Background: an optimization exercise with open tools, aiming at small area, a short achievable clock period and few clock cycles. Do not read the settings as production practice.
Where RTL was checked, it was by simulation tests only, not by an equivalence proof against the original.
For run 2, only the layout was checked, not whether the RTL still works.
Power figures rest on the tool's default switching activity, not on a simulated workload.

--- flow/run.sh ---
#!/bin/bash
# synth_recipe.tcl (not shown) runs the flow's synth.tcl, then flattens the netlist and writes it again
# the make line also repeats each setting of config.mk as NAME=value (left out here)
make -C /OpenROAD-flow-scripts/flow DESIGN_CONFIG=/design/flow/config.mk WORK_HOME=/design/flow/orfs CLKGATE_MAP_FILE= SYNTH_SCRIPT=/design/flow/synth_recipe.tcl finish
--- flow/config.mk ---
export PLATFORM = sky130hd
export DESIGN_NAME = csr_nfa_top
export DESIGN_NICKNAME = csr_nfa_top
export VERILOG_FILES = /design/flow/design.v
export SDC_FILE = /design/flow/constraint.sdc
export NUM_CORES = 4
export LEC_CHECK = 0
export ABC_AREA = 0
export CAP_MARGIN = 20
export CELL_PAD_IN_SITES_DETAIL_PLACEMENT = 0
export CELL_PAD_IN_SITES_GLOBAL_PLACEMENT = 1
export CORE_MARGIN = 2
export CORE_UTILIZATION = 45
export SETUP_SLACK_MARGIN = 5
export SLEW_MARGIN = 20
--- flow/constraint.sdc ---
create_clock -name core_clock -period 10.0 [get_ports {clk}]
set_input_delay 2.0000 -clock core_clock [delete_from_list [all_inputs] [get_ports {clk}]]
set_output_delay 2.0000 -clock core_clock [all_outputs]
set_load 0.01 [all_outputs]
--- flow/design.v ---
package csr_nfa_pkg;
	typedef logic [8-1:0] symbol_t;
	typedef logic [24-1:0] state_idx_t;
	typedef logic [16-1:0] line_addr_t;
	typedef logic [128-1:0] mem_line_t;
	typedef logic [4-1:0] lane_mask_t;
	typedef enum logic [1:0] {scan_wait_char, scan_probe, scan_visit, scan_swap} scan_state_e;
	typedef enum logic [2:0] {fetch_idle, fetch_ptr_read, fetch_ptr_wait, fetch_ptr_second,
		fetch_edge_read, fetch_edge_wait} fetch_state_e;
	function automatic logic [32-1:0] lane_word(input mem_line_t line,
		input logic [1:0] lane);
		lane_word = line[128-1-lane*32 -: 32];
	endfunction
endpackage
`timescale 1ns/1ns
module csr_nfa_top
(
	input logic clk,
	input logic reset,
	input csr_nfa_pkg::state_idx_t num_states,
	output logic char_ready,
	input logic char_valid,
	input csr_nfa_pkg::symbol_t char_a,
	input csr_nfa_pkg::symbol_t char_b,
	output logic rd_en,
	output csr_nfa_pkg::line_addr_t rd_addr,
	input csr_nfa_pkg::mem_line_t rd_data,
	output logic accept_a,
	output logic accept_b
);
	localparam int NS = 64;    
	localparam int NL = NS / 4 + 1;         
	localparam int PW = 18;                 
	function automatic logic [NL-1:0] low_oh(input logic [NL-1:0] v);
		logic seen;
		seen = 1'b0;
		for (int i = 0; i < NL; i++)
		begin
			low_oh[i] = v[i] && !seen;
			seen = seen || v[i];
		end
	endfunction
	function automatic logic [4:0] enc17(input logic [NL-1:0] oh);
		enc17 = '0;
		for (int i = 0; i < NL; i++)
			if (oh[i])
				enc17 = enc17 | 5'(i);
	endfunction
	function automatic logic [NL-1:0] dec17(input logic [4:0] g);
		for (int i = 0; i < NL; i++)
			dec17[i] = (g == 5'(i));
	endfunction
	function automatic logic [NL-1:0] need_lines(input logic [NS-1:0] u);
		logic [NS+4:0] ext;
		ext = {4'b0, u, 1'b0};
		for (int g = 0; g < NL; g++)
			need_lines[g] = |ext[4*g +: 5];
	endfunction
	function automatic logic [3:0] line_flags(input logic [NS-1:0] u, input logic [NL-1:0] oh);
		logic [NS+3:0] ext;
		ext = {3'b0, u, 1'b0};
		line_flags = '0;
		for (int g = 0; g < NL; g++)
			line_flags = line_flags | (ext[4*g +: 4] & {4{oh[g]}});
	endfunction
	logic [6:0] n_q;
	logic [6:0] n1_q;
	logic [6:0] n5_q;
	logic [5:0] nm1_q;
	always_ff @(posedge clk)
		if (reset)
		begin
			n_q <= num_states[6:0];
			n1_q <= num_states[6:0] + 7'd1;
			n5_q <= num_states[6:0] + 7'd5;
			nm1_q <= num_states[5:0] - 6'd1;
		end
	logic running;
	logic quiet;
	csr_nfa_pkg::symbol_t ca_q;
	csr_nfa_pkg::symbol_t cb_q;
	logic [NS-1:0] cur_a;
	logic [NS-1:0] cur_b;
	logic [NS-1:0] nxt_a;
	logic [NS-1:0] nxt_b;
	logic [NL-1:0] pend;
	logic ir_en;
	logic [15:0] ir_addr;
	logic ir_ptr;
	logic ir_spec;
	logic ir_edge;
	logic [3:0] ir_la;
	logic [3:0] ir_lb;
	logic dt_ptr;
	logic dt_spec;
	logic dt_edge;
	logic [3:0] dt_la;
	logic [3:0] dt_lb;
	logic spec_held;
	logic [PW-1:0] hp [5];
	logic [3:0] heq;
	logic [3:0] rem_a;
	logic [3:0] rem_b;
	logic [3:0] acc_pa;
	logic [3:0] acc_pb;
	logic s_busy;
	logic [15:0] s_line;
	logic [15:0] s_last;
	logic [1:0] s_ll;
	logic s_a;
	logic s_b;
	logic [1:0] s_idx;
	logic s_inhold;
	logic [3:0] lm_a;
	logic [3:0] lm_b;
	logic [5:0] lt [4];
	logic [6:0] cnt_a;
	logic [6:0] cnt_b;
	assign rd_en = ir_en;
	assign rd_addr = ir_addr;
	assign char_ready = !running;
	logic [NS-1:0] hit_a;
	logic [NS-1:0] hit_b;
	always_comb
	begin
		logic [7:0] hi_oh [4];
		logic [7:0] lo_oh [4];
		for (int l = 0; l < 4; l++)
			for (int k = 0; k < 8; k++)
			begin
				hi_oh[l][k] = (lt[l][5:3] == 3'(k));
				lo_oh[l][k] = (lt[l][2:0] == 3'(k));
			end
		for (int j = 0; j < NS; j++)
		begin
			hit_a[j] = 1'b0;
			hit_b[j] = 1'b0;
			for (int l = 0; l < 4; l++)
			begin
				hit_a[j] = hit_a[j] | (lm_a[l] & hi_oh[l][j/8] & lo_oh[l][j%8]);
				hit_b[j] = hit_b[j] | (lm_b[l] & hi_oh[l][j/8] & lo_oh[l][j%8]);
			end
		end
	end
	logic [NS-1:0] new_a;
	logic [NS-1:0] new_b;
	logic [NL-1:0] need_new;
	logic [NL-1:0] low_new;
	assign new_a = nxt_a | hit_a;
	assign new_b = nxt_b | hit_b;
	assign need_new = need_lines(new_a | new_b);
	assign low_new = low_oh(need_new);
	logic [PW-1:0] lane_p [4];
	logic [3:0] p_eq;
	always_comb
	begin
		for (int l = 0; l < 4; l++)
			lane_p[l] = rd_data[128-1-32*l-14 -: PW];
		p_eq[0] = (hp[4] == lane_p[0]);
		for (int l = 1; l < 4; l++)
			p_eq[l] = (lane_p[l-1] == lane_p[l]);
	end
	logic spec_have;
	logic [3:0] spec_eq;
	assign spec_have = dt_spec || spec_held;
	assign spec_eq = dt_spec ? p_eq : heq;
	logic [3:0] rem;
	logic [3:0] d_oh;
	logic [PW-1:0] d_lo;
	logic [PW-1:0] d_hi;
	logic [PW-1:0] d_s;
	logic [PW-1:0] d_s4;
	logic [PW-1:0] d_e;
	logic [PW-1:0] d_lastw;
	logic d_single;
	logic [3:0] d_mask;
	logic d_a;
	logic d_b;
	assign rem = rem_a | rem_b;
	assign d_oh = rem & ~{rem[2:0] | {rem[1:0], 1'b0} | {rem[0], 2'b0}, 1'b0};
	always_comb
	begin
		d_lo = '0;
		d_hi = '0;
		for (int i = 0; i < 4; i++)
			if (d_oh[i])
			begin
				d_lo = hp[i];
				d_hi = hp[i+1];
			end
		d_s = d_lo + PW'(n1_q);
		d_s4 = d_lo + PW'(n5_q);
		d_lastw = d_hi + PW'(n_q);
		d_single = (d_s[PW-1:2] == d_lastw[PW-1:2]);
		for (int l = 0; l < 4; l++)
			d_mask[l] = (2'(l) >= d_s[1:0]) && (!d_single || (2'(l) <= d_lastw[1:0]));
		d_a = |(rem_a & d_oh);
		d_b = |(rem_b & d_oh);
	end
	logic rem_single;
	logic s_is_last;
	logic hold_ok;
	logic edge_ok;
	logic ptr_issue;
	logic spec_issue;
	logic merge;
	logic [3:0] s_mask;
	logic [NL-1:0] ptr_oh;
	logic [7:0] cnt_a_nx;
	logic [7:0] cnt_b_nx;
	logic quiet_next;
	assign rem_single = (d_oh == rem);
	assign s_is_last = (s_line == s_last);
	assign hold_ok = (rem == '0) || (rem_single && (!s_busy || s_is_last));
	assign edge_ok = running || char_valid;
	assign cnt_a_nx = 8'(cnt_a) - 8'(cnt_a != '0) + 8'(acc_pa[0]) + 8'(acc_pa[1]) + 8'(acc_pa[2]) + 8'(acc_pa[3]);
	assign cnt_b_nx = 8'(cnt_b) - 8'(cnt_b != '0) + 8'(acc_pb[0]) + 8'(acc_pb[1]) + 8'(acc_pb[2]) + 8'(acc_pb[3]);
	assign quiet_next = running && !quiet && (pend == '0) && !ir_ptr && !ir_edge && !dt_ptr
		&& (rem == '0) && !s_busy && (cnt_a_nx <= 8'd1) && (cnt_b_nx <= 8'd1);
	assign ptr_issue = !quiet && (pend != '0) && !dt_ptr && !dt_spec && hold_ok
		&& (!ir_ptr || (!running && !char_valid));
	assign spec_issue = running && !quiet && (pend == '0) && (rem == '0) && !s_busy
		&& !ir_ptr && !dt_ptr && !ir_spec && !dt_spec && !spec_held && need_new[0];
	assign ptr_oh = low_oh(pend);
	logic gap_empty;
	logic [1:0] d_idx;
	always_comb
	begin
		gap_empty = 1'b1;
		d_idx = '0;
		for (int k = 0; k < 4; k++)
		begin
			if (d_oh[k])
				d_idx = 2'(k);
			if ((2'(k) > s_idx) && ((d_oh >> (k + 1)) != '0) && !heq[k])
				gap_empty = 1'b0;
		end
	end
	assign merge = s_busy && s_is_last && s_inhold && (rem != '0) && (s_ll != 2'd3) && gap_empty;
	always_comb
		for (int l = 0; l < 4; l++)
			s_mask[l] = !s_is_last || (2'(l) <= s_ll);
	logic edge_go;
	assign edge_go = edge_ok && !quiet && !ptr_issue && (s_busy || rem != '0);
	always_ff @(posedge clk)
	begin
		if (reset)
		begin
			ir_en <= 1'b1;
			ir_addr <= '0;
			ir_ptr <= 1'b1;
			ir_spec <= 1'b0;
			ir_edge <= 1'b0;
			s_busy <= 1'b0;
		end
		else
		begin
			ir_en <= 1'b0;
			ir_ptr <= 1'b0;
			ir_spec <= 1'b0;
			ir_edge <= 1'b0;
			if (ptr_issue)
			begin
				ir_en <= 1'b1;
				ir_ptr <= 1'b1;
				ir_addr <= {11'd0, enc17(ptr_oh)};
			end
			else if (spec_issue)
			begin
				ir_en <= 1'b1;
				ir_spec <= 1'b1;
				ir_addr <= '0;
			end
			else if (edge_go && s_busy)
			begin
				ir_en <= 1'b1;
				ir_edge <= 1'b1;
				ir_addr <= s_line;
				ir_la <= (s_a ? s_mask : 4'd0) | ((merge && d_a) ? d_mask : 4'd0);
				ir_lb <= (s_b ? s_mask : 4'd0) | ((merge && d_b) ? d_mask : 4'd0);
				s_line <= s_line + 16'd1;
				if (s_is_last)
				begin
					s_idx <= d_idx;
					s_busy <= merge && !d_single;
					s_last <= d_lastw[PW-1:2];
					s_ll <= d_lastw[1:0];
					s_a <= d_a;
					s_b <= d_b;
				end
			end
			else if (edge_go)
			begin
				ir_en <= 1'b1;
				ir_edge <= 1'b1;
				ir_addr <= d_s[PW-1:2];
				ir_la <= d_a ? d_mask : 4'd0;
				ir_lb <= d_b ? d_mask : 4'd0;
				s_busy <= !d_single;
				s_idx <= d_idx;
				s_line <= d_s4[PW-1:2];
				s_last <= d_lastw[PW-1:2];
				s_ll <= d_lastw[1:0];
				s_a <= d_a;
				s_b <= d_b;
			end
		end
	end
	always_ff @(posedge clk)
	begin
		if (dt_ptr || dt_spec || reset)
			s_inhold <= 1'b0;
		else if (edge_go && !s_busy)
			s_inhold <= 1'b1;
		if (dt_ptr || dt_spec)
		begin
			hp[0] <= hp[4];
			for (int l = 0; l < 4; l++)
			begin
				hp[l+1] <= lane_p[l];
			end
			heq <= p_eq;
		end
	end
	logic take;
	assign take = running || char_valid;
	always_ff @(posedge clk)
	begin
		if (reset)
		begin
			rem_a <= '0;
			rem_b <= '0;
			acc_pa <= '0;
			acc_pb <= '0;
			spec_held <= 1'b0;
		end
		else
		begin
			if (take)
			begin
				acc_pa <= '0;
				acc_pb <= '0;
			end
			if (quiet)
			begin
				spec_held <= 1'b0;
				rem_a <= spec_have ? ({new_a[2:0], 1'b0} & ~spec_eq) : 4'd0;
				rem_b <= spec_have ? ({new_b[2:0], 1'b0} & ~spec_eq) : 4'd0;
				acc_pa <= spec_have ? ({new_a[2:0], 1'b0} & spec_eq) : 4'd0;
				acc_pb <= spec_have ? ({new_b[2:0], 1'b0} & spec_eq) : 4'd0;
			end
			else if (dt_ptr)
			begin
				rem_a <= dt_la & ~p_eq;
				rem_b <= dt_lb & ~p_eq;
				acc_pa <= dt_la & p_eq;
				acc_pb <= dt_lb & p_eq;
			end
			else if (dt_spec && !running)
			begin
				rem_a <= pend[0] ? ({cur_a[2:0], 1'b0} & ~p_eq) : 4'd0;
				rem_b <= pend[0] ? ({cur_b[2:0], 1'b0} & ~p_eq) : 4'd0;
				acc_pa <= pend[0] ? ({cur_a[2:0], 1'b0} & p_eq) : 4'd0;
				acc_pb <= pend[0] ? ({cur_b[2:0], 1'b0} & p_eq) : 4'd0;
			end
			else
			begin
				if (dt_spec)
					spec_held <= 1'b1;
				if (edge_go && (s_busy ? merge : 1'b1))
				begin
					rem_a <= rem_a & ~d_oh;
					rem_b <= rem_b & ~d_oh;
				end
			end
		end
	end
	always_ff @(posedge clk)
	begin
		if (char_valid && !running)
		begin
			ca_q <= char_a;
			cb_q <= char_b;
		end
	end
	always_ff @(posedge clk)
	begin
		if (reset)
		begin
			running <= 1'b0;
			quiet <= 1'b0;
			cur_a <= NS'(1);
			cur_b <= NS'(1);
			nxt_a <= '0;
			nxt_b <= '0;
			pend <= NL'(1);
			dt_ptr <= 1'b0;
			dt_spec <= 1'b0;
			dt_edge <= 1'b0;
		end
		else
		begin
			quiet <= quiet_next;
			if (!running && char_valid)
				running <= 1'b1;
			if (quiet)
			begin
				running <= 1'b0;
				cur_a <= new_a;
				cur_b <= new_b;
				nxt_a <= '0;
				nxt_b <= '0;
				pend <= need_new & {{(NL-1){1'b1}}, !spec_have};
			end
			else
			begin
				nxt_a <= new_a;
				nxt_b <= new_b;
				if (ir_ptr && (running || char_valid))
					pend <= pend & ~low_oh(pend);
				else if (dt_spec && !running)
					pend <= pend & {{(NL-1){1'b1}}, 1'b0};
			end
			dt_ptr <= ir_ptr && (running || char_valid);
			dt_spec <= ir_spec;
			dt_edge <= ir_edge;
		end
	end
	always_ff @(posedge clk)
	begin
		if (ir_ptr)
		begin
			dt_la <= line_flags(cur_a, dec17(ir_addr[4:0]));
			dt_lb <= line_flags(cur_b, dec17(ir_addr[4:0]));
		end
		else
		begin
			dt_la <= ir_la;
			dt_lb <= ir_lb;
		end
	end
	always_ff @(posedge clk)
	begin
		logic [32-1:0] w;
		logic ok;
		for (int l = 0; l < 4; l++)
		begin
			w = csr_nfa_pkg::lane_word(rd_data, 2'(l));
			ok = !reset && dt_edge && (w[23:6] == '0) && (w[5:0] <= nm1_q);
			lm_a[l] <= ok && dt_la[l] && (w[31:24] == ca_q);
			lm_b[l] <= ok && dt_lb[l] && (w[31:24] == cb_q);
			lt[l] <= w[5:0];
		end
	end
	always_ff @(posedge clk)
	begin
		if (reset)
		begin
			cnt_a <= '0;
			cnt_b <= '0;
			accept_a <= 1'b0;
			accept_b <= 1'b0;
		end
		else
		begin
			accept_a <= take && (cnt_a != '0);
			accept_b <= take && (cnt_b != '0);
			if (take)
			begin
				cnt_a <= cnt_a_nx[6:0];
				cnt_b <= cnt_b_nx[6:0];
			end
		end
	end
endmodule
==> impl_metrics.py, run 1 <==
metrics = {
    "yosys": {
        "synth_seq_cells": 552,
        "syn_inst": 3059,
        "synth-xor-area-share_pct": 7.87,
        "yosys_warnings": 6,
        "synth_compound_area_share_pct": 18.6,
        "synthAdderAreaFrac_pct": 4.02,
        "synth_flop_cell": "dfxtp_1",
        "post_synth_mux_area_share_pct": 0.417,
        "yosysUniqueCellTypes": 68,
        "yosysTopAreaCell": "dfxtp_1",
        "avgSynthCellArea_um2": 9.12,
        "synth_top_family_by_area": "simple AND/OR/NAND/NOR gates",
        "async_flop_share_pct": 0,
        "yosys-top-cells-area": "dfxtp_1 27%, edfxtp_1 19%, o22ai_1 6.3%, nor2_1 5.5%, xor2_1 4.7%",
        "synth-simple-area-share_pct": 19.0,
        "syn_area_um2": 27900,
        "synth_edf_count": 179,
        "synth_top_area_share_pct": 26.8,
        "ys_seq_area_share_pct": 46.1,
        "syn_nets": 3314,
    },
    "cells_and_area": {
        "postLayoutCellArea_um2": 32500,
        "syn2layout_area_growth_pct": 16.7,
        "drive_above_1_share_pct": 6.80,
        "nets": 3438,
        "finalNonFillerCells": 4024,
    },
    "routing": {
        "drc": 0,
        "firstDrtPassIters": 8,
        "routed_wl_um": 114000,
        "routedWlPerCell_um": 28.4,
        "drtIter0Drc": 3517,
        "num_vias": 26101,
        "vias_per_cell": 6.49,
        "ant_nets": 0,
    },
    "floorplan": {
        "start_util_pct": 45.4,
        "die-area_um2": 64000,
        "die_w_um": 253,
        "die_h_um": 253,
        "ios": 191,
        "rows": 91,
        "core-area_um2": 61500,
    },
    "setup_path": {
        "crit_required_ns": 10.49,
        "worstPathMaxFanout": 32,
        "critical-path-slowest-cell": "nor4_1",
        "crit_buf_inv": 1,
        "start_kind": "input pin",
        "critPathArrivalTime_ns": 5.41,
        "critPathTopFamily": "simple AND/OR/NAND/NOR gates",
        "worstSetupStartpoint": "char_valid",
        "cp-end-kind": "flop",
        "r2r-start": "rem_a[0]",
        "critPathKind": "input pin to flop",
        "path_cells": "clkdlybuf4s50_1, or2_2, and2_1, nor4_1, o21a_2, or3_4, mux2_2, o21ai_0, a221oi_1",
        "max_stage_delay_ns": 0.47,
    },
    "clock_network": {
        "clk_latency_ns": 0.67,
        "cts-root-buf": "clkbuf_16",
        "cts_buffers": 61,
        "clk_pin_slew_worst_paths_ns": 0.06,
        "h-tree-depth": 2,
        "clock_path_buffers": 3,
        "ctsHoldBuffers": 0,
        "cts_tree": "yes",
        "clock-sinks": 552,
    },
    "timing": {
        "fin_crit_ns": 4.92,
        "timing.fmax_ghz": 0.203,
        "setup_tns_ns": 0,
        "hold_viol": 0,
        "maxSlewViolCount": 0,
        "setup_violations": 0,
        "skew_ns": 0.0395,
        "rsz0062_at_grt": "no",
        "relSlewSlack_pct": 16.6,
        "worstMarginPinSlew_ns": 1.24,
        "fin_crit_sh_pct": 49.2,
    },
    "global_routing": {
        "grt_max_degree": 146,
        "met1_usage_pct": 48.3,
        "grt-busiest-layer": "met2",
        "grtUsageTotal_pct": 35.0,
        "met3_usage_pct": 8.71,
        "grt_first_pass_wirelength_um": 165000,
        "met2_usage_pct": 53.7,
        "grt_pass1_vias": 24730,
        "antenna_found_initial": 3,
        "grt-ovfl-total": 0,
    },
    "outcome": {
        "status": "no timing/DRC/antenna violations",
    },
    "pwr": {
        "peakVddDrop_v": 0.000146,
        "total_power_mw": 6.81,
        "p_leak_nw": 11.2,
        "powerDensity_nw_per_um2": 209,
    },
    "flow_run": {
        "drv_cap": 0,
    },
    "place": {
        "hpwl_um": 82500,
        "numPortBuffers": 173,
        "placed_area_um2": 30400,
        "dp.cells": 3901,
        "place_congestion": 0.941,
    },
    "min_path": {
        "hp-class": "flop to flop",
        "worstHoldStart": "cnt_a[5]",
    },
}
[sequential cells by signal, summed over array words and instances, names as in the netlist, 8 cells and up]
signal and count:
ir_addr 16, cur_a 64, s_line 16, cur_b 64, s_last 16, lt 24
cb_q 8, nxt_b 64, hp 90, nxt_a 64, ca_q 8, pend 17
[synthesized netlist by cell type (10+ instances only)]
cell	count
nor4_1	57
buf_2	17
nand3b_1	14
a22oi_1	47
inv_1	109
dfxtp_1	373
edfxtp_1	179
o22ai_1	279
xor2_1	149
a21oi_1	89
ha_1	76
nor2_1	405
o221ai_1	19
nor2b_1	31
or2_2	10
nand4_1	74
a221oi_1	37
nand2_1	148
a222oi_1	23
o21ai_0	49
nand2b_1	12
nand3_1	84
clkbuf_1	151
or3_1	15
a211oi_1	135
and3_1	19
a22o_1	16
a21o_1	12
nor3_1	208
o21a_1	16
xnor2_1	99
[metrics by stage]
step | setup WS, ns | hold WS, ns | utilization (%)
2_1_floorplan | 5.08 | 0.421 | -
5_1_grt | 5.00 | 0.490 | 52.9
6_report | 5.08 | 0.455 | 52.9
3_3_place_gp | 3.65 | 0.441 | 49.4
4_1_cts | 5.00 | 0.457 | 52.8
3_5_place_dp | 3.47 | 0.448 | 49.4
[tightest hold or removal path, stage by stage, from the launching register on]
cell     delay [ns]
dfxtp_1        0.31
nand2_1        0.05
a21oi_1        0.05
[per-layer routing]
| layer | up-vias | routed length [um] |
|---|---|---|
| met2 | 1457 | 49800 |
| met4 | 2 | 3980 |
| met1 | 12649 | 48200 |
| met5 | - | 8 |
| li1 | 11697 | - |
| met3 | 296 | 12400 |
[timing repair]
item / in CTS / in global routing
hold endpoints to repair: 0 / 0
gates resized for setup: 20 / 15
pin swaps: 2 / 2
endpoints found under the setup margin: 51 / 34
gates cloned: 1 / 1
buffers inserted: 2 / 3
[final timing paths]
kind,to,slack (ns),cells past startpoint
min reg2reg,cnt_a[5],0.45,2
max reg2reg,ir_lb[2],5.15,11
min,cnt_a[5],0.45,2
max,ir_addr[0],5.08,9
[where the power goes]
group / total, mW / switching (mW) / internal [mW]
Sequential: 2.65 / 0.153 / 2.49
Combinational: 1.91 / 1.17 / 0.741
Clock: 2.26 / 0.975 / 1.29
[cells in the final DEF, fill, tap and decap left out, types with 23 or more instances in the layout]
master,n
a222oi_1,23
nand3_1,84
ha_1,76
nand4_1,74
xor2_1,148
o21ai_0,47
nand2_1,146
xnor2_1,99
o22ai_1,279
dfxtp_1,371
a21oi_1,88
nor3_1,204
inv_1,108
a221oi_1,37
nor2_1,402
nor4_1,55
nor2b_1,30
buf_4,59
a211oi_1,135
a22oi_1,47
edfxtp_1,179
clkdlybuf4s50_1,172
clkbuf_16,61
[cell families (layout without fill, tap and decap cells)]
logic type	Yosys count	in the layout
AND/OR/NAND/NOR	1111	1113
AO/OA/AOI/OAI	763	763
flip-flops	552	552
buffers and inverters	288	460
XOR/XNOR	249	249
adder cells (fa/ha/maj)	85	85
multiplexers	11	11
other	0	1
[final cells by class]
type | instances | area, um2
Clock buffer | 90 | 1800
Timing Repair Buffer | 238 | 2260
Multi-Input combinational cell | 2221 | 14100
Clock inverter | 23 | 183
Antenna cell | 1 | 2.50
Inverter | 109 | 414
Tap cell | 790 | 988
Sequential cell | 552 | 12800
Fill cell | 5713 | 28900
Testbench counts, summed over its fixed seeds: cycles 104,565.
==> inputs of run 2 (changes only) <==
--- a/flow/design.v
+++ b/flow/design.v
@@ -78,4 +78,5 @@
 	logic running;
 	logic quiet;
+	logic quiet_d;
 	csr_nfa_pkg::symbol_t ca_q;
 	csr_nfa_pkg::symbol_t cb_q;
@@ -119,5 +120,5 @@
 	assign rd_en = ir_en;
 	assign rd_addr = ir_addr;
-	assign char_ready = !running;
+	assign char_ready = !running || quiet;
 	logic [NS-1:0] hit_a;
 	logic [NS-1:0] hit_b;
@@ -213,11 +214,10 @@
 	assign s_is_last = (s_line == s_last);
 	assign hold_ok = (rem == '0) || (rem_single && (!s_busy || s_is_last));
-	assign edge_ok = running || char_valid;
+	assign edge_ok = running;
 	assign cnt_a_nx = 8'(cnt_a) - 8'(cnt_a != '0) + 8'(acc_pa[0]) + 8'(acc_pa[1]) + 8'(acc_pa[2]) + 8'(acc_pa[3]);
 	assign cnt_b_nx = 8'(cnt_b) - 8'(cnt_b != '0) + 8'(acc_pb[0]) + 8'(acc_pb[1]) + 8'(acc_pb[2]) + 8'(acc_pb[3]);
 	assign quiet_next = running && !quiet && (pend == '0) && !ir_ptr && !ir_edge && !dt_ptr
-		&& (rem == '0) && !s_busy && (cnt_a_nx <= 8'd1) && (cnt_b_nx <= 8'd1);
-	assign ptr_issue = !quiet && (pend != '0) && !dt_ptr && !dt_spec && hold_ok
-		&& (!ir_ptr || (!running && !char_valid));
+		&& (rem == '0) && !s_busy && (cnt_a_nx == 8'd0) && (cnt_b_nx == 8'd0);
+	assign ptr_issue = !quiet && (pend != '0) && !dt_ptr && !dt_spec && hold_ok && !ir_ptr;
 	assign spec_issue = running && !quiet && (pend == '0) && (rem == '0) && !s_busy
 		&& !ir_ptr && !dt_ptr && !ir_spec && !dt_spec && !spec_held && need_new[0];
@@ -324,5 +324,5 @@
 	end
 	logic take;
-	assign take = running || char_valid;
+	assign take = running;
 	always_ff @(posedge clk)
 	begin
@@ -357,5 +357,5 @@
 				acc_pb <= dt_lb & p_eq;
 			end
-			else if (dt_spec && !running)
+			else if (dt_spec && quiet_d)
 			begin
 				rem_a <= pend[0] ? ({cur_a[2:0], 1'b0} & ~p_eq) : 4'd0;
@@ -378,5 +378,5 @@
 	always_ff @(posedge clk)
 	begin
-		if (char_valid && !running)
+		if (char_valid && char_ready)
 		begin
 			ca_q <= char_a;
@@ -390,4 +390,5 @@
 			running <= 1'b0;
 			quiet <= 1'b0;
+			quiet_d <= 1'b0;
 			cur_a <= NS'(1);
 			cur_b <= NS'(1);
@@ -402,9 +403,10 @@
 		begin
 			quiet <= quiet_next;
+			quiet_d <= quiet;
 			if (!running && char_valid)
 				running <= 1'b1;
 			if (quiet)
 			begin
-				running <= 1'b0;
+				running <= char_valid;
 				cur_a <= new_a;
 				cur_b <= new_b;
@@ -419,5 +421,5 @@
 				if (ir_ptr && (running || char_valid))
 					pend <= pend & ~low_oh(pend);
-				else if (dt_spec && !running)
+				else if (dt_spec && quiet_d)
 					pend <= pend & {{(NL-1){1'b1}}, 1'b0};
 			end
==> flow/flow/run.sh (new file) <==
#!/bin/bash
# The standard layout, with repair_timing aiming at a larger setup margin
set -euo pipefail
bash standard.sh SETUP_SLACK_MARGIN=6 finish > standard_run.log 2>&1
==> flow/standard.sh (new file) <==
#!/bin/bash
# synth_recipe.tcl (not shown) runs the flow's synth.tcl, then flattens the netlist and writes it again
# the make line also repeats each setting of config.mk as NAME=value (left out here)
make -C /OpenROAD-flow-scripts/flow DESIGN_CONFIG=/design/flow/config.mk WORK_HOME=/design/flow/orfs CLKGATE_MAP_FILE= SYNTH_SCRIPT=/design/flow/synth_recipe.tcl "${@:-finish}"
removed: flow/run.sh
==> impl_metrics.py, run 2 <==
metrics = {
    "outcome": {
        "status": "no timing/DRC/antenna violations",
    },
    "setup_path": {
        "start_kind": "flop",
        "critPathKind": "flop to flop",
        "worstPathMaxFanout": 7,
        "critical-path-slowest-cell": "or4_4",
        "critPathArrivalTime_ns": 4.77,
        "r2r_cells": 19,
        "rrSetupSlack_ns": 5.61,
        "timing.rr.end": "ir_la[1]",
        "cpMostUsedCell": "nor2_1",
        "cp-end-kind": "flop",
        "path_cells": "buf_12, or4_4, nor2_4, buf_6, nand2_8, o22ai_1, nor2_1, ha_1, nand2_1, o211ai_1, a21o_1, nand4_1, buf_4, nor3_2, xor2_1, xnor2_1, nor2_1, and4_4, a31oi_1",
        "crit_required_ns": 10.38,
        "r2r-start": "rem_a[1]",
        "max_stage_delay_ns": 0.53,
    },
    "yosys": {
        "synth.most_common_cell": "dfxtp_1",
        "yosysUniqueCellTypes": 75,
        "ys_seq_area_share_pct": 45.7,
        "syn_nets": 3412,
        "syn_inst": 3157,
        "yosys-top-cells-area": "dfxtp_1 27%, edfxtp_1 19%, o21ai_0 4.8%, nand2_1 4.7%, xnor2_1 4.4%",
        "async_flop_share_pct": 0,
        "avgSynthCellArea_um2": 8.91,
        "synth_seq_cells": 553,
        "synth_top_area_share_pct": 26.6,
        "synth_commonest_cells": "374 x dfxtp_1, 354 x nand2_1, 309 x nor2_1",
        "yosysTopAreaCell": "dfxtp_1",
        "yosys_warnings": 6,
        "synth_flop_cell": "dfxtp_1",
        "synth_edf_count": 179,
        "syn_area_um2": 28100,
    },
    "cells_and_area": {
        "n_fill_cell": 5632,
        "drive_above_1_share_pct": 11.3,
        "final_cell_mix": "362 x dfxtp_1, 349 x nand2_1, 293 x nor2_1, 269 x o21ai_0",
        "multi_input_area_um2": 14800,
        "largest_reg_flops": 90,
        "seq_area_um2": 12900,
        "postLayoutCellArea_um2": 34000,
        "syn2layout_area_growth_pct": 20.9,
        "final_common_cell": "dfxtp_1",
        "n_antenna_cell": 0,
        "regMostFlops": "hp",
        "nets": 3598,
    },
    "flow_run": {
        "drv_cap": 0,
    },
    "min_path": {
        "hp-class": "flop to flop",
        "worstHoldStart": "ir_addr[11]",
        "min_to": "ir_addr[11]",
        "whs_path_depth": 2,
    },
    "pwr": {
        "powerDensity_nw_per_um2": 193,
        "total_power_mw": 6.55,
        "peakVddDrop_v": 0.000154,
        "p_leak_nw": 12.2,
    },
    "timing": {
        "setup_tns_ns": 0,
        "hold_viol": 0,
        "setup_violations": 0,
        "worstMarginPinSlew_ns": 1.17,
        "rsz0062_at_grt": "yes",
        "maxSlewViolCount": 0,
        "fin_crit_ns": 4.39,
        "fin_crit_sh_pct": 43.9,
        "relSlewSlack_pct": 21.7,
        "timing.fmax_ghz": 0.228,
        "skew_ns": 0.0330,
    },
    "floorplan": {
        "die_w_um": 254,
        "ios": 191,
        "core-area_um2": 61700,
        "die_h_um": 254,
        "die-area_um2": 64500,
        "start_util_pct": 45.6,
        "rows": 91,
    },
    "routing": {
        "routed_wl_um": 120000,
        "drtIter0Drc": 3877,
        "vias_per_cell": 6.35,
        "ant_nets": 0,
        "num_vias": 26886,
        "drc": 0,
        "firstDrtPassIters": 7,
        "routedWlPerCell_um": 28.3,
    },
    "clock_network": {
        "clock_path_buffers": 3,
        "clk_latency_ns": 0.66,
        "cts_buffers": 61,
        "clk_pin_slew_worst_paths_ns": 0.06,
        "cts_tree": "yes",
        "cts-root-buf": "clkbuf_16",
        "h-tree-depth": 2,
        "clock-sinks": 553,
        "ctsHoldBuffers": 0,
    },
    "global_routing": {
        "grt_pass1_vias": 25161,
        "grt_max_degree": 119,
        "grtUsageTotal_pct": 36.3,
        "grt_first_pass_wirelength_um": 170000,
        "antenna_found_initial": 5,
        "grt-ovfl-total": 0,
    },
    "place": {
        "numPortBuffers": 173,
        "placed_area_um2": 30800,
        "hpwl_um": 85600,
        "place_congestion": 0.970,
    },
}
-- run 2: cell count changes in the layout (fill, tap and decap cells not counted), moves of 51 or more --
cell and delta:
o21ai_0 +222, nand2_1 +203, a211oi_1 -120, nor2_1 -109, o22ai_1 -101, buf_4 +51
-- run 2: what timing repair did --
item                                    in CTS  in global routing
endpoints found under the setup margin     112                 65
gates cloned                                 6                  1
pin swaps                                   18                 35
resized for setup                           64                 69
buffers inserted                            28                 16
-- run 2: critical path: cells and delay by family, from the launching register on --
kind,cells,cell delay (ns)
adder cells (fa/ha/maj),1,0.42
XOR/XNOR,2,0.41
flip-flops,1,0.35
buffers and inverters,3,0.54
AND/OR/NAND/NOR,9,1.70
AO/OA/AOI/OAI,4,0.70
-- run 2: power by group --
group,leakage [nW],total [mW],internal [mW],switching [mW]
combinational,6.48,1.65,0.691,0.957
sequential,4.71,2.54,2.43,0.107
clock,1.05,2.37,1.34,1.02
total,12.2,6.55,4.47,2.09
-- run 2: area by class of cell --
cell class | instances | area share, %
Multi-Input combinational cell | 2340 | 43.5
Sequential cell | 553 | 37.9
Timing Repair Buffer | 294 | 8.19
Clock buffer | 88 | 5.52
Tap cell | 837 | 3.08
Inverter | 93 | 1.06
Clock inverter | 28 | 0.711
-- run 2: how the worst max path moves through the flow --
| stage | from | endpoint | slack, ns | depth (start not counted) |
|---|---|---|---|---|
| finish | rem_a[1] | ir_la[1] | 5.61 | 19 |
| global placement | rem_b[1] | ir_la[1] | 4.18 | 16 |
| detailed placement | rem_b[1] | ir_lb[1] | 4.03 | 16 |
| floorplan | rem_a[1] | ir_la[1] | 5.72 | 22 |
| global route | rem_b[0] | ir_lb[3] | 5.46 | 18 |
| CTS | rem_a[1] | ir_lb[1] | 5.66 | 18 |
-- run 2: routing by layer --
layer  vias up  track usage, %  share of wire (%)
met4         2            10.9                3.3
met1     13049            52.8                 43
li1      11911               -                  -
met3       257            10.5                 13
met5         -               0              0.010
met2      1667            51.4                 41
-- run 2: kinds of logic after synthesis --
kind of cell / Yosys count / synth area share (%)
adder cells (fa/ha/maj): 84 / 3.95
multiplexers: 18 / 0.641
XOR/XNOR: 252 / 7.98
AO/OA/AOI/OAI: 793 / 18.0
AND/OR/NAND/NOR: 1189 / 19.9
flip-flops: 553 / 45.7
buffers and inverters: 268 / 3.78
-- run 2: metrics by stage --
| stage | worst slack, ns | util (%) | cells | hold slack, ns |
|---|---|---|---|---|
| after global routing | 5.46 | 55.1 | 4233 | 0.472 |
| after CTS | 5.66 | 54.3 | 4214 | 0.457 |
| after global placement | 4.18 | 49.9 | 4064 | 0.434 |
| after detailed placement | 4.03 | 49.9 | 4064 | 0.443 |
| after floorplan | 5.72 | - | 3157 | 0.421 |
| final | 5.61 | 55.1 | 4233 | 0.452 |
==> inputs of run 3 (changes only) <==
--- a/flow/design.v
+++ b/flow/design.v
@@ -64,14 +64,10 @@
 			line_flags = line_flags | (ext[4*g +: 4] & {4{oh[g]}});
 	endfunction
-	logic [6:0] n_q;
 	logic [6:0] n1_q;
-	logic [6:0] n5_q;
 	logic [5:0] nm1_q;
 	always_ff @(posedge clk)
 		if (reset)
 		begin
-			n_q <= num_states[6:0];
 			n1_q <= num_states[6:0] + 7'd1;
-			n5_q <= num_states[6:0] + 7'd5;
 			nm1_q <= num_states[5:0] - 6'd1;
 		end
@@ -100,4 +96,5 @@
 	logic spec_held;
 	logic [PW-1:0] hp [5];
+	logic [PW-1:0] raw3;
 	logic [3:0] heq;
 	logic [3:0] rem_a;
@@ -106,4 +103,5 @@
 	logic [3:0] acc_pb;
 	logic s_busy;
+	logic ir_first;
 	logic [15:0] s_line;
 	logic [15:0] s_last;
@@ -158,5 +156,5 @@
 		for (int l = 0; l < 4; l++)
 			lane_p[l] = rd_data[128-1-32*l-14 -: PW];
-		p_eq[0] = (hp[4] == lane_p[0]);
+		p_eq[0] = (raw3 == lane_p[0]);
 		for (int l = 1; l < 4; l++)
 			p_eq[l] = (lane_p[l-1] == lane_p[l]);
@@ -174,5 +172,4 @@
 	logic [PW-1:0] d_e;
 	logic [PW-1:0] d_lastw;
-	logic d_single;
 	logic [3:0] d_mask;
 	logic d_a;
@@ -190,10 +187,9 @@
 				d_hi = hp[i+1];
 			end
-		d_s = d_lo + PW'(n1_q);
-		d_s4 = d_lo + PW'(n5_q);
-		d_lastw = d_hi + PW'(n_q);
-		d_single = (d_s[PW-1:2] == d_lastw[PW-1:2]);
+		d_s = d_lo;
+		d_s4 = {d_lo[PW-1:2] + 16'd1, d_lo[1:0]};
+		d_lastw = d_hi - 1'b1;
 		for (int l = 0; l < 4; l++)
-			d_mask[l] = (2'(l) >= d_s[1:0]) && (!d_single || (2'(l) <= d_lastw[1:0]));
+			d_mask[l] = (2'(l) >= d_s[1:0]);
 		d_a = |(rem_a & d_oh);
 		d_b = |(rem_b & d_oh);
@@ -211,14 +207,18 @@
 	logic [7:0] cnt_b_nx;
 	logic quiet_next;
+	logic fl_last;
+	logic s_act;
+	assign fl_last = ir_first && (ir_addr == s_last);
+	assign s_act = s_busy && !fl_last;
 	assign rem_single = (d_oh == rem);
 	assign s_is_last = (s_line == s_last);
-	assign hold_ok = (rem == '0) || (rem_single && (!s_busy || s_is_last));
+	assign hold_ok = (rem == '0) || (rem_single && (!s_act || s_is_last));
 	assign edge_ok = running;
 	assign cnt_a_nx = 8'(cnt_a) - 8'(cnt_a != '0) + 8'(acc_pa[0]) + 8'(acc_pa[1]) + 8'(acc_pa[2]) + 8'(acc_pa[3]);
 	assign cnt_b_nx = 8'(cnt_b) - 8'(cnt_b != '0) + 8'(acc_pb[0]) + 8'(acc_pb[1]) + 8'(acc_pb[2]) + 8'(acc_pb[3]);
 	assign quiet_next = running && !quiet && (pend == '0) && !ir_ptr && !ir_edge && !dt_ptr
-		&& (rem == '0) && !s_busy && (cnt_a_nx == 8'd0) && (cnt_b_nx == 8'd0);
+		&& (rem == '0) && !s_act && (cnt_a_nx == 8'd0) && (cnt_b_nx == 8'd0);
 	assign ptr_issue = !quiet && (pend != '0) && !dt_ptr && !dt_spec && hold_ok && !ir_ptr;
-	assign spec_issue = running && !quiet && (pend == '0) && (rem == '0) && !s_busy
+	assign spec_issue = running && !quiet && (pend == '0) && (rem == '0) && !s_act
 		&& !ir_ptr && !dt_ptr && !ir_spec && !dt_spec && !spec_held && need_new[0];
 	assign ptr_oh = low_oh(pend);
@@ -237,10 +237,10 @@
 		end
 	end
-	assign merge = s_busy && s_is_last && s_inhold && (rem != '0) && (s_ll != 2'd3) && gap_empty;
+	assign merge = s_act && s_is_last && s_inhold && (rem != '0) && (s_ll != 2'd3) && gap_empty;
 	always_comb
 		for (int l = 0; l < 4; l++)
 			s_mask[l] = !s_is_last || (2'(l) <= s_ll);
 	logic edge_go;
-	assign edge_go = edge_ok && !quiet && !ptr_issue && (s_busy || rem != '0);
+	assign edge_go = edge_ok && !quiet && !ptr_issue && (s_act || rem != '0);
 	always_ff @(posedge clk)
 	begin
@@ -258,4 +258,7 @@
 			ir_en <= 1'b0;
 			ir_ptr <= 1'b0;
+			ir_first <= 1'b0;
+			if (fl_last)
+				s_busy <= 1'b0;
 			ir_spec <= 1'b0;
 			ir_edge <= 1'b0;
@@ -272,5 +275,5 @@
 				ir_addr <= '0;
 			end
-			else if (edge_go && s_busy)
+			else if (edge_go && s_act)
 			begin
 				ir_en <= 1'b1;
@@ -283,5 +286,6 @@
 				begin
 					s_idx <= d_idx;
-					s_busy <= merge && !d_single;
+					s_busy <= merge;
+					ir_first <= merge;
 					s_last <= d_lastw[PW-1:2];
 					s_ll <= d_lastw[1:0];
@@ -297,5 +301,6 @@
 				ir_la <= d_a ? d_mask : 4'd0;
 				ir_lb <= d_b ? d_mask : 4'd0;
-				s_busy <= !d_single;
+				s_busy <= 1'b1;
+				ir_first <= 1'b1;
 				s_idx <= d_idx;
 				s_line <= d_s4[PW-1:2];
@@ -311,12 +316,13 @@
 		if (dt_ptr || dt_spec || reset)
 			s_inhold <= 1'b0;
-		else if (edge_go && !s_busy)
+		else if (edge_go && !s_act)
 			s_inhold <= 1'b1;
 		if (dt_ptr || dt_spec)
 		begin
 			hp[0] <= hp[4];
+			raw3 <= lane_p[3];
 			for (int l = 0; l < 4; l++)
 			begin
-				hp[l+1] <= lane_p[l];
+				hp[l+1] <= lane_p[l] + PW'(n1_q);
 			end
 			heq <= p_eq;
@@ -368,5 +374,5 @@
 				if (dt_spec)
 					spec_held <= 1'b1;
-				if (edge_go && (s_busy ? merge : 1'b1))
+				if (edge_go && (s_act ? merge : 1'b1))
 				begin
 					rem_a <= rem_a & ~d_oh;
@@ -429,4 +435,8 @@
 		end
 	end
+	logic [3:0] lane_cap;
+	always_comb
+		for (int l = 0; l < 4; l++)
+			lane_cap[l] = !fl_last || (2'(l) <= s_ll);
 	always_ff @(posedge clk)
 	begin
@@ -438,6 +448,6 @@
 		else
 		begin
-			dt_la <= ir_la;
-			dt_lb <= ir_lb;
+			dt_la <= ir_la & lane_cap;
+			dt_lb <= ir_lb & lane_cap;
 		end
 	end
==> flow/flow/run.sh (replaced) <==
#!/bin/bash
# The standard layout, with repair_timing aiming at a larger setup margin
set -euo pipefail
bash standard.sh SETUP_SLACK_MARGIN=6.6 finish > standard_run.log 2>&1
--- a/flow/config.mk
+++ b/flow/config.mk
@@ -7,5 +7,5 @@
 export LEC_CHECK = 0
 export ABC_AREA = 0
-export CAP_MARGIN = 20
+export CAP_MARGIN = 35
 export CELL_PAD_IN_SITES_DETAIL_PLACEMENT = 0
 export CELL_PAD_IN_SITES_GLOBAL_PLACEMENT = 1
@@ -13,3 +13,3 @@
 export CORE_UTILIZATION = 45
 export SETUP_SLACK_MARGIN = 5
-export SLEW_MARGIN = 20
+export SLEW_MARGIN = 35
==> impl_metrics.py, run 3 <==
metrics = {
    "outcome": {
        "status": "no timing/DRC/antenna violations",
    },
    "cells_and_area": {
        "drive_above_1_share_pct": 17.7,
        "syn2layout_area_growth_pct": 23.3,
        "postLayoutCellArea_um2": 35600,
        "largest_reg_flops": 90,
        "final_cell_mix": "343 x dfxtp_1, 267 x o22ai_1, 260 x nor2_1, 234 x nand2_1, 207 x o21ai_0",
        "seq_area_um2": 13100,
        "regMostFlops": "hp",
        "nets": 3611,
        "final_common_cell": "dfxtp_1",
        "n_fill_cell": 5668,
        "multi_input_area_um2": 16000,
        "utilization_pct": 56.3,
    },
    "yosys": {
        "synthAdderAreaFrac_pct": 4.45,
        "syn_nets": 3423,
        "ys_seq_area_share_pct": 45.3,
        "synth.most_common_cell": "dfxtp_1",
        "synth_seq_cells": 560,
        "syn_inst": 3156,
        "post_synth_mux_area_share_pct": 1.21,
        "synth_flop_cell": "dfxtp_1",
        "synth_edf_count": 186,
        "synth_top_family_by_area": "simple AND/OR/NAND/NOR gates",
        "synth_top_area_share_pct": 25.9,
        "synth_commonest_cells": "374 x dfxtp_1, 272 x nor2_1, 270 x o22ai_1",
        "syn_area_um2": 28900,
        "yosysTopAreaCell": "dfxtp_1",
        "yosysUniqueCellTypes": 85,
        "yosys_warnings": 6,
        "synth-simple-area-share_pct": 18.5,
        "async_flop_share_pct": 0,
        "avgSynthCellArea_um2": 9.15,
        "synth_compound_area_share_pct": 17.8,
        "synth-xor-area-share_pct": 8.37,
        "yosys-top-cells-area": "dfxtp_1 26%, edfxtp_1 19%, o22ai_1 5.8%, xor2_1 4.6%, o21ai_0 3.9%",
    },
    "floorplan": {
        "core-area_um2": 63300,
        "rows": 92,
        "die_w_um": 257,
        "die_h_um": 257,
        "ios": 191,
        "start_util_pct": 45.6,
        "die-area_um2": 66200,
    },
    "place": {
        "place_congestion": 0.969,
        "hpwl_um": 84400,
        "dp_worst_setup_slack_ns": 4.88,
        "placed_area_um2": 31700,
        "numPortBuffers": 173,
    },
    "global_routing": {
        "grtUsageTotal_pct": 35.4,
        "grt-ovfl-total": 0,
        "grt_max_degree": 132,
        "antenna_found_initial": 5,
        "grt_first_pass_wirelength_um": 174000,
        "grt_pass1_vias": 25993,
    },
    "routing": {
        "routed_wl_um": 122000,
        "firstDrtPassIters": 6,
        "drtIter0Drc": 4352,
        "routedWlPerCell_um": 28.8,
        "ant_nets": 0,
        "drc": 0,
        "vias_per_cell": 6.47,
        "num_vias": 27469,
    },
    "pwr": {
        "p_leak_nw": 13.0,
        "powerDensity_nw_per_um2": 197,
        "peakVddDrop_v": 0.000199,
    },
    "timing": {
        "worstMarginPinSlew_ns": 1.12,
        "fin_crit_ns": 3.55,
        "setup_ws_ns": 6.45,
        "skew_ns": 0.0380,
        "rsz0062_at_grt": "yes",
        "setup_tns_ns": 0,
        "maxSlewViolCount": 0,
        "hold_ws_ns": 0.447,
        "hold_viol": 0,
        "relSlewSlack_pct": 25.1,
        "fin_crit_sh_pct": 35.5,
        "timing.fmax_ghz": 0.282,
        "setup_violations": 0,
    },
    "setup_path": {
        "rrSetupSlack_ns": 6.62,
        "r2r_cells": 14,
        "crit_required_ns": 10.38,
        "r2r-start": "cnt_b[1]",
        "critical-path-slowest-cell": "fa_2",
        "start_kind": "input pin",
        "critPathKind": "input pin to flop",
        "max_stage_delay_ns": 0.34,
        "worstPathMaxFanout": 4,
        "crit_buf_inv": 3,
        "timing.rr.end": "quiet",
        "critPathTopFamily": "compound AO/OA/AOI/OAI gates",
        "path_cells": "buf_12, ha_4, inv_2, fa_2, nor2b_1, o21ai_1, a21boi_1, o21a_1, o21ai_2, a21oi_2, buf_4, nand3_4, xnor2_4",
        "critPathArrivalTime_ns": 3.93,
        "cp-end-kind": "flop",
    },
    "clock_network": {
        "clk_pin_slew_worst_paths_ns": 0.06,
        "clk_latency_ns": 0.66,
        "h-tree-depth": 2,
        "clock-sinks": 560,
        "clock_path_buffers": 3,
        "ctsHoldBuffers": 0,
        "cts_buffers": 60,
        "cts-root-buf": "clkbuf_16",
        "cts_tree": "yes",
    },
    "flow_run": {
        "drv_cap": 0,
    },
    "min_path": {
        "whs_path_depth": 0,
        "min_to": "hp[0][14]",
        "hp-class": "flop to flop",
        "worstHoldStart": "hp[4][14]",
    },
}
[run 3: final cells by class]
| type | instances | share of cell area, % |
|---|---|---|
| antenna | 1 | 0.00702 |
| clock buffer | 76 | 4.73 |
| clock inverter | 38 | 1.35 |
| inverter | 113 | 1.20 |
| multi-input combinational | 2291 | 44.8 |
| sequential | 560 | 36.9 |
| tap | 846 | 2.97 |
| timing repair buffer | 317 | 8.04 |
| timing repair inverter | 1 | 0.0211 |
[run 3: repair_timing]
| item | 4_1_cts | 5_1_grt |
|---|---|---|
| cloned | 8 | 3 |
| endpoints found under the setup margin | 310 | 164 |
| gates resized for setup | 372 | 179 |
| setup buffers | 65 | 20 |
| pin swaps | 60 | 66 |
[run 3: worst reg2reg max path, cell delays in order (launching register included)]
cell,delay [ns]
dfxtp_4,0.35
nor3_4,0.20
nand3_4,0.11
ha_4,0.22
fa_1,0.48
inv_1,0.05
fa_2,0.36
fa_2,0.37
buf_4,0.14
buf_4,0.12
xnor2_1,0.30
nand2_1,0.12
nor4b_2,0.25
nand4b_1,0.13
nor3_2,0.11
[run 3: cell families after synthesis]
logic type | count (synthesis)
AO/OA/AOI/OAI | 799
XOR/XNOR | 276
adder cells (fa/ha/maj) | 97
buffers and inverters | 312
flip-flops | 560
multiplexers | 33
AND/OR/NAND/NOR | 1079
[run 3: worst max path at each step]
stage	start	endpoint	slack, ns	depth (start not counted)
2_1_floorplan	rd_data[96]	hp[1][16]	6.22	11
3_5_place_dp	rd_data[1]	hp[4][16]	4.88	11
4_1_cts	rd_data[0]	hp[4][12]	6.50	12
6_report	rd_data[0]	hp[4][14]	6.45	13
3_3_place_gp	rd_data[1]	hp[4][16]	4.92	11
5_1_grt	rd_data[0]	hp[4][14]	6.39	13
[run 3: report_power, final]
group          internal (mW)  switching, mW  leakage, nW
sequential              2.52          0.142         4.78
combinational          0.808           1.12         7.12
clock                   1.43           1.01         1.06
[run 3: layer usage]
metal | track usage [%] | routed length [um] | up-vias
met3 | 9.82 | 15200 | 360
met4 | 13.0 | 5020 | 4
met5 | 0 | 32 | -
met1 | 50.6 | 51300 | 13249
li1 | - | - | 12055
met2 | 50.8 | 50500 | 1801
[run 3: through the flow]
step                std cells  total power [mW]
CTS                      4216              6.87
floorplan                3156              3.75
global placement         4028              4.24
global route             4242              7.31
finish                   4243              7.04
detailed placement       4029              4.28
Testbench counts of run 3, summed over its fixed seeds: cycles 103,859.
==> inputs of run 4 (changes only) <==
==> flow/flow/run.sh (replaced) <==
#!/bin/bash
# The standard layout, with repair_timing aiming at a larger setup margin
set -euo pipefail
bash standard.sh SETUP_SLACK_MARGIN=6 finish > standard_run.log 2>&1
--- a/flow/config.mk
+++ b/flow/config.mk
@@ -12,4 +12,6 @@
 export CORE_MARGIN = 2
 export CORE_UTILIZATION = 45
+export CTS_CLUSTER_DIAMETER = 80
+export CTS_CLUSTER_SIZE = 22
 export SETUP_SLACK_MARGIN = 5
 export SLEW_MARGIN = 35
==> impl_metrics.py, run 4 <==
metrics = {
    "yosys": {
        "ys_seq_area_share_pct": 45.3,
        "synth_edf_count": 186,
        "synth_commonest_cells": "374 x dfxtp_1, 272 x nor2_1, 270 x o22ai_1",
        "synth_top_area_share_pct": 25.9,
        "yosysTopAreaCell": "dfxtp_1",
        "synth_flop_cell": "dfxtp_1",
        "async_flop_share_pct": 0,
        "syn_area_um2": 28900,
        "syn_inst": 3156,
        "yosys-top-cells-area": "dfxtp_1 26%, edfxtp_1 19%, o22ai_1 5.8%, xor2_1 4.6%, o21ai_0 3.9%",
        "synth.most_common_cell": "dfxtp_1",
        "avgSynthCellArea_um2": 9.15,
        "syn_nets": 3423,
        "yosys_warnings": 6,
        "yosysUniqueCellTypes": 85,
        "synth_seq_cells": 560,
    },
    "timing": {
        "fin_crit_ns": 3.95,
        "rsz0062_at_grt": "yes",
        "setup_violations": 0,
        "skew_ns": 0.0369,
        "setup_tns_ns": 0,
        "maxSlewViolCount": 0,
        "worstMarginPinSlew_ns": 0.987,
        "relSlewSlack_pct": 34.0,
        "hold_ws_ns": 0.450,
        "timing.fmax_ghz": 0.253,
        "setup_ws_ns": 6.05,
        "fin_crit_sh_pct": 39.5,
        "hold_viol": 0,
    },
    "floorplan": {
        "die_w_um": 257,
        "die_h_um": 257,
        "start_util_pct": 45.6,
        "ios": 191,
        "rows": 92,
        "die-area_um2": 66200,
        "core-area_um2": 63300,
    },
    "cells_and_area": {
        "syn2layout_area_growth_pct": 14.4,
        "final_common_cell": "dfxtp_1",
        "finalNonFillerCells": 4113,
        "final_cell_mix": "367 x dfxtp_1, 270 x o22ai_1, 267 x nor2_1, 236 x nand2_1, 220 x o21ai_0",
        "postLayoutCellArea_um2": 33100,
        "utilization_pct": 52.2,
        "largest_reg_flops": 90,
        "regMostFlops": "hp",
        "drive_above_1_share_pct": 7.87,
        "nets": 3509,
    },
    "place": {
        "numPortBuffers": 173,
        "hpwl_um": 84300,
        "placed_area_um2": 31400,
        "place_congestion": 0.973,
        "dp_worst_setup_slack_ns": 4.64,
        "dp.cells": 4037,
    },
    "global_routing": {
        "antenna_found_initial": 8,
        "grtUsageTotal_pct": 34.3,
        "grt_first_pass_wirelength_um": 169000,
        "grt_max_degree": 132,
        "grt_pass1_vias": 25033,
        "grt-ovfl-total": 0,
    },
    "setup_path": {
        "cp-end-kind": "output pin",
        "critPathArrivalTime_ns": 1.95,
        "worstPathMaxFanout": 11,
        "start_kind": "flop",
        "critPathKind": "flop to output pin",
        "crit_required_ns": 8.00,
    },
    "clock_network": {
        "cts_buffers": 37,
        "h-tree-depth": 2,
        "cts_tree": "yes",
        "clock-sinks": 560,
        "clk_pin_slew_worst_paths_ns": 0.09,
        "cts-root-buf": "clkbuf_16",
        "clock_path_buffers": 3,
        "clk_latency_ns": 0.61,
    },
    "pwr": {
        "total_power_mw": 5.97,
        "powerDensity_nw_per_um2": 180,
        "p_leak_nw": 12.0,
        "peakVddDrop_v": 0.000162,
    },
    "flow_run": {
        "drv_cap": 0,
    },
    "routing": {
        "drtIter0Drc": 3938,
        "ant_nets": 0,
        "routed_wl_um": 117000,
        "num_vias": 26637,
        "firstDrtPassIters": 9,
        "routedWlPerCell_um": 28.5,
        "drc": 0,
        "vias_per_cell": 6.48,
    },
    "outcome": {
        "status": "no timing/DRC/antenna violations",
    },
    "min_path": {
        "hp-class": "flop to flop",
    },
}
==> run 4: changes by cell type in the layout (fill, tap and decap cells not counted), sizes merged, moves of 12 or more <==
cell / previous run / this run
dlymetal6s2s: 1 / 27
clkbuf: 96 / 53
clkdlybuf4s50: 82 / 131
inv: 112 / 124
dlygate4sd2: 29 / 3
buf: 180 / 75
clkinv: 22 / 2
==> run 4: final timing paths <==
path              from         end  slack, ns  cells past startpoint
max            running  char_ready       6.05                      4
min          hp[4][12]   hp[0][12]       0.45                      0
min reg2reg  hp[4][12]   hp[0][12]       0.45                      0
max reg2reg   lt[3][4]   s_last[0]       6.14                      8
==> run 4: cell type report <==
class / count / area [um2]
sequential: 560 / 13100
timing repair buffer: 245 / 2370
multi-input combinational: 2285 / 14900
tap: 846 / 1060
inverter: 113 / 427
clock inverter: 17 / 213
antenna: 2 / 5.00
clock buffer: 45 / 1030
fill: 5841 / 30300
==> run 4: logic make-up (layout without fill, tap and decap cells) <==
| family | Yosys count | count (layout) | share of synthesized area (%) |
|---|---|---|---|
| and+or+nand+nor | 1079 | 1080 | 18.5 |
| AOI/OAI and AO/OA | 799 | 799 | 17.8 |
| DFF | 560 | 560 | 45.3 |
| buffers and inverters | 312 | 420 | 4.40 |
| xor gates and xnor gates | 276 | 276 | 8.37 |
| adders and majority gates | 97 | 97 | 4.45 |
| muxes | 33 | 33 | 1.21 |
| other | 0 | 2 | 0 |
==> run 4: routing by layer <==
metal  up-vias  track usage, %  routed length [um]
li1      11772               -                   -
met1     12989            50.3               51200
met2      1605            48.8               47900
met3       267            9.36               14200
met4         4            10.5                3790
met5         -               0                  49
==> run 4: worst max-delay path: stages (launching register included) <==
cell             delay, ns
dfxtp_4               0.36
buf_12                0.15
nor2b_4               0.14
inv_2                 0.15
clkdlybuf4s50_1       0.56
==> run 4: power by group <==
group          switching (mW)  leakage [nW]  total [mW]  internal [mW]
combinational           0.962          6.60        1.61          0.643
sequential              0.142          4.77        2.66           2.52
clock                   0.898         0.606        1.70          0.804
==> run 4: timing repair <==
item	4_1_cts	5_1_grt
setup endpoints to repair	148	108
pin swaps	4	12
hold buffers	0	0
gates cloned	1	1
gates resized for setup	67	75
setup buffers	2	7
==> inputs of run 5 (changes only) <==
--- a/flow/config.mk
+++ b/flow/config.mk
@@ -12,6 +12,5 @@
 export CORE_MARGIN = 2
 export CORE_UTILIZATION = 45
-export CTS_CLUSTER_DIAMETER = 80
-export CTS_CLUSTER_SIZE = 22
 export SETUP_SLACK_MARGIN = 5
 export SLEW_MARGIN = 35
+export TNS_END_PERCENT = 10
==> impl_metrics.py, run 5 <==
metrics = {
    "min_path": {
        "hp-class": "flop to flop",
        "worstHoldStart": "hp[4][15]",
    },
    "routing": {
        "wl_met1_um": 51900,
        "vias_per_cell": 6.46,
        "ant_nets": 0,
        "routed_wl_um": 119000,
        "firstDrtPassIters": 8,
        "routedWlPerCell_um": 28.6,
        "highest-signal-layer": "met5",
        "wl_met2_um": 48200,
        "num_vias": 26874,
        "wl_met3_um": 14400,
        "drtIter0Drc": 3554,
        "drc": 0,
    },
    "clock_network": {
        "clock-sinks": 560,
        "h-tree-depth": 3,
        "ctsHoldBuffers": 0,
        "cts-root-buf": "clkbuf_16",
        "cts_tree": "yes",
        "clk_pin_slew_worst_paths_ns": 0.06,
        "clock_path_buffers": 3,
        "cts_buffers": 67,
        "clk_latency_ns": 0.63,
    },
    "timing": {
        "setup_tns_ns": 0,
        "rsz0062_at_grt": "yes",
        "setup_violations": 0,
        "fin_crit_ns": 4.15,
        "hold_viol": 0,
        "relSlewSlack_pct": 32.3,
        "worstMarginPinSlew_ns": 1.01,
        "maxSlewViolCount": 0,
        "timing.fmax_ghz": 0.241,
        "fin_crit_sh_pct": 41.5,
        "skew_ns": 0.0390,
    },
    "floorplan": {
        "die_h_um": 257,
        "start_util_pct": 45.6,
        "die-area_um2": 66200,
        "rows": 92,
        "core-area_um2": 63300,
        "ios": 191,
        "die_w_um": 257,
    },
    "yosys": {
        "ys_seq_area_share_pct": 45.3,
        "synth_commonest_cells": "374 x dfxtp_1, 272 x nor2_1, 270 x o22ai_1",
        "yosysTopAreaCell": "dfxtp_1",
        "async_flop_share_pct": 0,
        "synth_flop_cell": "dfxtp_1",
        "synth_top_area_share_pct": 25.9,
        "avgSynthCellArea_um2": 9.15,
        "yosysUniqueCellTypes": 85,
        "yosys-top-cells-area": "dfxtp_1 26%, edfxtp_1 19%, o22ai_1 5.8%, xor2_1 4.6%, o21ai_0 3.9%",
        "synth.most_common_cell": "dfxtp_1",
        "syn_inst": 3156,
        "synth_edf_count": 186,
        "yosys_warnings": 6,
        "syn_nets": 3423,
        "syn_area_um2": 28900,
        "synth_seq_cells": 560,
    },
    "place": {
        "placed_area_um2": 31300,
        "dp.cells": 4034,
        "numPortBuffers": 173,
        "hpwl_um": 84900,
        "place_congestion": 0.976,
    },
    "global_routing": {
        "grt_max_degree": 132,
        "grt-ovfl-total": 0,
        "antenna_found_initial": 6,
        "grtUsageTotal_pct": 34.9,
        "grt_pass1_vias": 25505,
        "grt_first_pass_wirelength_um": 171000,
    },
    "pwr": {
        "powerDensity_nw_per_um2": 199,
        "p_leak_nw": 12.1,
        "total_power_mw": 6.73,
        "peakVddDrop_v": 0.000161,
    },
    "cells_and_area": {
        "nets": 3534,
        "postLayoutCellArea_um2": 33800,
        "final_common_cell": "dfxtp_1",
        "final_cell_mix": "369 x dfxtp_1, 269 x o22ai_1, 266 x nor2_1, 236 x nand2_1, 221 x o21ai_0",
        "largest_reg_flops": 90,
        "regMostFlops": "hp",
        "finalNonFillerCells": 4163,
        "syn2layout_area_growth_pct": 17.0,
        "drive_above_1_share_pct": 8.17,
    },
    "setup_path": {
        "cp-end-kind": "flop",
        "critPathArrivalTime_ns": 4.45,
        "worstPathMaxFanout": 5,
        "rrSetupSlack_ns": 5.94,
        "start_kind": "input pin",
        "critPathKind": "input pin to flop",
        "worstSetupStartpoint": "rd_data[3]",
        "r2r-start": "lt[2][4]",
        "crit_required_ns": 10.30,
    },
    "outcome": {
        "status": "no timing/DRC/antenna violations",
    },
    "flow_run": {
        "drv_cap": 0,
    },
}
## run 5: cell counts after synthesis
Identical to the previous run, type by type.
## run 5: cell type report
| class | count | area (um2) |
|---|---|---|
| multi-input combinational | 2286 | 14800 |
| inverter | 113 | 427 |
| timing repair buffer | 239 | 2270 |
| antenna | 1 | 2.50 |
| clock inverter | 23 | 215 |
| fill | 5836 | 29500 |
| sequential | 560 | 13100 |
| tap | 846 | 1060 |
| clock buffer | 95 | 1960 |
## run 5: through the flow
step                      util [%]  hold slack, ns  setup WS [ns]
after floorplan                  -           0.421           5.99
after global placement        49.4           0.435           4.84
after detailed placement      49.5           0.442           4.80
after CTS                     53.1           0.456           5.81
after global routing          53.4           0.467           5.78
final                         53.4           0.452           5.85
## run 5: where the power goes
part	internal, mW	total [mW]	switching (mW)
clock network	1.46	2.46	0.999
registers	2.52	2.67	0.149
logic	0.641	1.60	0.963
## run 5: what timing repair did
action                                  CTS  global route
endpoints found under the setup margin  161           176
gates resized for setup                  41            37
hold endpoints to repair                  0             0
setup buffers                             3             4
cloned                                    1             1
pin swaps                                 3             5
## run 5: logic make-up (layout without fill, tap and decap cells)
| logic type | after synthesis | count (layout) | share of synthesized area (%) |
|---|---|---|---|
| simple gates | 1079 | 1081 | 18.5 |
| compound gates | 799 | 799 | 17.8 |
| other cells | 0 | 1 | 0 |
| flops | 560 | 560 | 45.3 |
| buf+inv | 312 | 470 | 4.40 |
| xor+xnor | 276 | 276 | 8.37 |
| fa+ha+maj | 97 | 97 | 4.45 |
| mux | 33 | 33 | 1.21 |
## run 5: path summary, 6_finish.rpt
| kind | depth (start not counted) | end |
|---|---|---|
| worst max-delay path | 9 | hp[4][7] |
| worst min-delay path | 0 | hp[0][15] |
| worst max register to register | 8 | s_last[8] |
| worst min register to register | 0 | hp[0][15] |
## run 5: routing by layer
metal / GRT usage (%) / up-vias
li1: - / 11869
met4: 12.3 / 14
met3: 10.8 / 352
met5: 1.68 / -
met1: 50.1 / 13053
met2: 49.0 / 1586
## run 5: worst max-delay path: stages
cell,delay [ns]
clkdlybuf4s50_1,0.60
ha_1,0.43
inv_1,0.04
o21ai_0,0.16
a21oi_1,0.12
o21bai_1,0.21
a21oi_2,0.14
buf_4,0.16
xnor2_1,0.56

-- port drivers added, routing unchanged --
No port has a modelled driver above. Below, the same layouts with a new extraction and two added sets of constraints.
Step 1 assumes that a clkbuf_16 drives the clock port and a buf_2 every other input.
Step 2 moves the port delays by t, midway between the first and last clock arrival at a register: inputs arrive t later, outputs are due t later. That takes back most of the time a late clock gives input paths.
a / b / c = no drivers / after step 1 / after step 2; a / b = the first two.
run | t (ns) | setup WS [ns] | clock arrival spread, ns | worst register clock-pin slew, ns
run 1 | 0.719 | 5.077 / 5.120 / 4.401 | 0.040 / 0.040 | 0.07 / 0.07
run 2 | 0.712 | 5.608 / 5.608 / 5.460 | 0.034 / 0.034 | 0.07 / 0.07
run 3 | 0.703 | 6.452 / 6.448 / 5.745 | 0.038 / 0.038 | 0.07 / 0.07
run 4 | 0.653 | 6.049 / 5.982 / 5.462 | 0.047 / 0.047 | 0.10 / 0.10
run 5 | 0.680 | 5.853 / 5.899 / 5.219 | 0.039 / 0.040 | 0.07 / 0.07
After both steps setup and hold are still met in every run listed. The setup slack of run 3, which loses most, moves by -0.004 ns with the drivers and by -0.707 ns with both steps.
